Context: an optimization exercise on an open-source flow, tuned for small area, a short achievable clock period and few clock cycles per item. The choices shown serve that exercise and are no tape-out recipe. Only simulation tests tie the RTL to the original design; equivalence was not proved. Power and IR drop assume default switching activity.

== Q ==
Design ising_metropolis_spin_update, start of the top module:
module ising_metropolis_spin_update #(
  parameter int SIDE      = 32,
  parameter int PROB_BITS = 16
) (
  input  logic        clk,
  input  logic        rst_n,
  input  logic        in_tvalid,
  output logic        in_tready,
  input  logic [31:0] in_tdata,    
  input  logic [1:0]  in_tuser,    
  output logic        out_tvalid,
  input  logic        out_tready,
  output logic [39:0] out_tdata,   
  input  logic        cfg_we,
  input  logic        cfg_index,
  input  logic [15:0] cfg_wdata
);
==> flow/config.mk <==
export PLATFORM = sky130hd
export DESIGN_NAME = ising_metropolis_spin_update
export DESIGN_NICKNAME = ising_metropolis_spin_update
export VERILOG_FILES = /design/flow/design.v
export SDC_FILE = /design/flow/constraint.sdc
export NUM_CORES = 4
export LEC_CHECK = 0
export ABC_CLOCK_PERIOD_IN_PS = 2500
export CAP_MARGIN = 10
export CORE_MARGIN = 2
export CORE_UTILIZATION = 55
export CTS_CLUSTER_DIAMETER = 90
export CTS_CLUSTER_SIZE = 25
export SETUP_SLACK_MARGIN = 5
export SLEW_MARGIN = 10
==> flow/constraint.sdc <==
create_clock -name core_clock -period 9.0 [get_ports {clk}]
set_input_delay 1.8000 -clock core_clock [delete_from_list [all_inputs] [get_ports {clk}]]
set_output_delay 1.8000 -clock core_clock [all_outputs]
set_load 0.01 [all_outputs]
standard.sh (not shown) runs the stock make flow with config.mk's settings and CLKGATE_MAP_FILE= SYNTH_SCRIPT=/design/flow/synth_recipe.tcl, a recipe that flattens the netlist after the stock synthesis.
==> flow/flow/run.sh <==
#!/bin/bash
set -euo pipefail
for step in synth floorplan place cts route finish; do
  bash standard.sh SETUP_SLACK_MARGIN=6 "$step" > "flow_${step}.log" 2>&1
done
Testbench counts of Q, summed over its fixed seeds: cycles 12,032, items 12,000.
> inputs changed (Q -> T)
Settings: a change of SLEW_MARGIN from 10 to 20; a change of CAP_MARGIN from 10 to 20.
Notes after the runs:
Compared to Q, T has setup slack after placement 0.032 ns lower.
Looking at T and Q, the final instance area is a wash.
Share of cell area taken by multi-input logic gates: Q vs T, no meaningful difference
Between Q and T, the flow reports non-clock buffer count in the final layout increasing slightly.
The number of standard cells in the final layout excluding fillers was comparable across T and Q.
In the metrics for T and Q, the one carrying the lower final routed wirelength across all metal layers is Q.


Starting RTL as in the previous note.
Settings: LEC_CHECK=0, ABC_CLOCK_PERIOD_IN_PS=2500, CAP_MARGIN=20, CORE_MARGIN=2, CORE_UTILIZATION=55, CTS_CLUSTER_DIAMETER=90, CTS_CLUSTER_SIZE=25, SETUP_SLACK_MARGIN=5, SLEW_MARGIN=20; clock period 9.0 ns.
==> flow/flow/run.sh <==
#!/bin/bash
set -euo pipefail
for step in synth floorplan place cts route finish; do
  bash standard.sh SETUP_SLACK_MARGIN=6.1 "$step" > "flow_${step}.log" 2>&1
done
Testbench counts at the start, summed over its fixed seeds: cycles 12,032, items 12,000.
Rerun with:
==> flow/flow/run.sh (replaced) <==
#!/bin/bash
set -euo pipefail
bash standard.sh SETUP_SLACK_MARGIN=6 finish > standard_make.log 2>&1
=> The changed run passed the timing, DRC and antenna checks; total power decreases by 2.0%; setup slack is worse by 0.0077 ns; routed wire length decreases by 2.6%; global-route usage decreases by 0.78 points; sequential share of layout area increases by 0.95 points.
Rerun with:
==> flow/flow/run.sh (replaced) <==
#!/bin/bash
set -euo pipefail
for step in synth floorplan place cts route finish; do
  bash standard.sh SETUP_SLACK_MARGIN=6 "$step" > "flow_${step}.log" 2>&1
done
CORE_UTILIZATION = 50   (was 55)
=> The new run finished with timing, DRC and antenna clean; first-iteration DRC count decreases by 12%; wire length stays flat; final cell count increases by 2.6%; area after synthesis is unchanged; worst setup slack is worse by 0.070 ns; die area increases by 9.9%; clock-buffer cell count increases by 1; via count barely changes; global-route usage decreases by 2.1 points; total power increases by 0.59%; register-to-register slack hardly moves.


Another version of the RTL of ising_metropolis_spin_update (not shown whole).
Size: ~4300 cells after synthesis, about 1200 flip-flops, roughly 98 I/O pins.
## ising_metropolis_spin_update
module ising_metropolis_spin_update #(
  parameter int SIDE      = 32,
  parameter int PROB_BITS = 16
) (
  input  logic        clk,
  input  logic        rst_n,
  input  logic        in_tvalid,
  output logic        in_tready,
  input  logic [31:0] in_tdata,    
  input  logic [1:0]  in_tuser,    
  output logic        out_tvalid,
  input  logic        out_tready,
  output logic [39:0] out_tdata,   
  input  logic        cfg_we,
  input  logic        cfg_index,
  input  logic [15:0] cfg_wdata
);
  localparam int IW       = $clog2(SIDE);
  localparam int BW       = IW - 2;        
  localparam int ENERGY_W = 15;
  localparam int MAG_W    = 14;
  localparam int E_RST    = -2 * SIDE * SIDE;
  localparam int M_RST    = SIDE * SIDE;
  localparam int QD       = 4;             
  localparam int CAP      = QD + 1;        
  logic       clr_r;                       
  logic       in_rdy_r;
  logic [2:0] outst_r, outst_nxt;          
  logic       in_hs, out_hs;
  assign in_hs  = in_tvalid && in_rdy_r;
  assign out_hs = out_tvalid && out_tready;
  always_comb begin
    outst_nxt = outst_r;
    case ({in_hs, out_hs})
      2'b10:   outst_nxt = outst_r + 3'd1;
      2'b01:   outst_nxt = outst_r - 3'd1;
      default: outst_nxt = outst_r;
    endcase
  end
  always_ff @(posedge clk) begin
    if (!rst_n) begin
      clr_r    <= 1'b1;
      in_rdy_r <= 1'b0;
      outst_r  <= '0;
    end else begin
      clr_r    <= 1'b0;
      in_rdy_r <= (outst_nxt < 3'(CAP));
      outst_r  <= outst_nxt;
    end
  end
  assign in_tready = in_rdy_r;
  logic [15:0] prob_four_r, prob_eight_r;
  always_ff @(posedge clk) begin
    if (!rst_n) begin
      prob_four_r  <= '0;
      prob_eight_r <= '0;
  ...
clock: 9.0 ns
lec_check: 0
abc_clock_period_in_ps: 2500
cap_margin: 20
core_margin: 2
core_utilization: 55
cts_cluster_diameter: 90
cts_cluster_size: 25
setup_slack_margin: 5
slew_margin: 20
run.sh (not shown) runs the stock make flow with config.mk's settings and CLKGATE_MAP_FILE= SYNTH_SCRIPT=/design/flow/synth_recipe.tcl, a recipe that flattens the netlist after the stock synthesis.
Stock flow here: none of the scripts above is used.
The baseline completed without violations.
Testbench counts at the start, summed over its fixed seeds: cycles 12,032, items 12,000.
==> next run, changes <==
==> flow/flow/run.sh (new file) <==
#!/bin/bash
set -euo pipefail
bash standard.sh SETUP_SLACK_MARGIN=6 finish > standard_make.log 2>&1
==> flow/standard.sh (new file) <==
#!/bin/bash
# synth_recipe.tcl (not shown) runs the flow's synth.tcl, then flattens the netlist and writes it again
# the make line also repeats each setting of config.mk as NAME=value (left out here)
make -C /OpenROAD-flow-scripts/flow DESIGN_CONFIG=/design/flow/config.mk WORK_HOME=/design/flow/orfs CLKGATE_MAP_FILE= SYNTH_SCRIPT=/design/flow/synth_recipe.tcl "${@:-finish}"
removed: flow/run.sh
Result:
- The changed run passed the timing, DRC and antenna checks
- routed wire length rises by about 1.2%
- first-iteration DRC count grows by 19%
- count of clock-buffer cells in the layout increases by 11
- non-clock buffer count goes up by 150
- design area is higher by about 5.5%
- sequential share of layout area is lower by 3.0 points
- worst setup slack is better by 0.60 ns
- sequential power hardly moves
- utilization grows by 3.3 points
- via count is higher by 2.9%

## re-timing with driven ports
The results above use ideal ports. As a check the final layouts listed here were re-extracted and re-timed, cells and wires unchanged. Step 1, drivers: a clkbuf_16 drives clk and a buf_2 each remaining input, both assumed. Step 2 moves the port delays by t, midway between the first and last clock arrival at a register: inputs arrive t later, outputs are due t later. That takes back most of the time a late clock gives input paths. Slacks: ideal / step 1 / step 2; pairs: ideal / step 1.
| run | t (ns) | slack for setup (ns) | clock arrival spread, ns | worst register clock-pin slew, ns | worst data-port slew with drivers (ns) |
|---|---|---|---|---|---|
| Q | 0.754 | 5.999 / 5.944 / 5.324 | 0.031 / 0.031 | 0.10 / 0.10 | 0.08 |
| T | 0.762 | 6.015 / 5.943 / 5.340 | 0.028 / 0.028 | 0.10 / 0.10 | 0.08 |
| the first run of note 2 | 0.756 | 6.023 / 5.945 / 5.427 | 0.037 / 0.037 | 0.10 / 0.10 | 0.08 |
| the second run of note 2 | 0.762 | 6.015 / 5.943 / 5.340 | 0.028 / 0.028 | 0.10 / 0.10 | 0.08 |
| the third run of note 2 | 0.750 | 5.945 / 5.876 / 5.336 | 0.029 / 0.029 | 0.10 / 0.10 | 0.08 |
| the first run of note 3 | 0.784 | 5.057 / 5.057 / 4.719 | 0.048 / 0.047 | 0.11 / 0.11 | 0.11 |
| the second run of note 3 | 0.758 | 5.659 / 5.659 / 5.357 | 0.021 / 0.020 | 0.11 / 0.11 | 0.08 |
After both steps setup and hold are still met in every run listed.
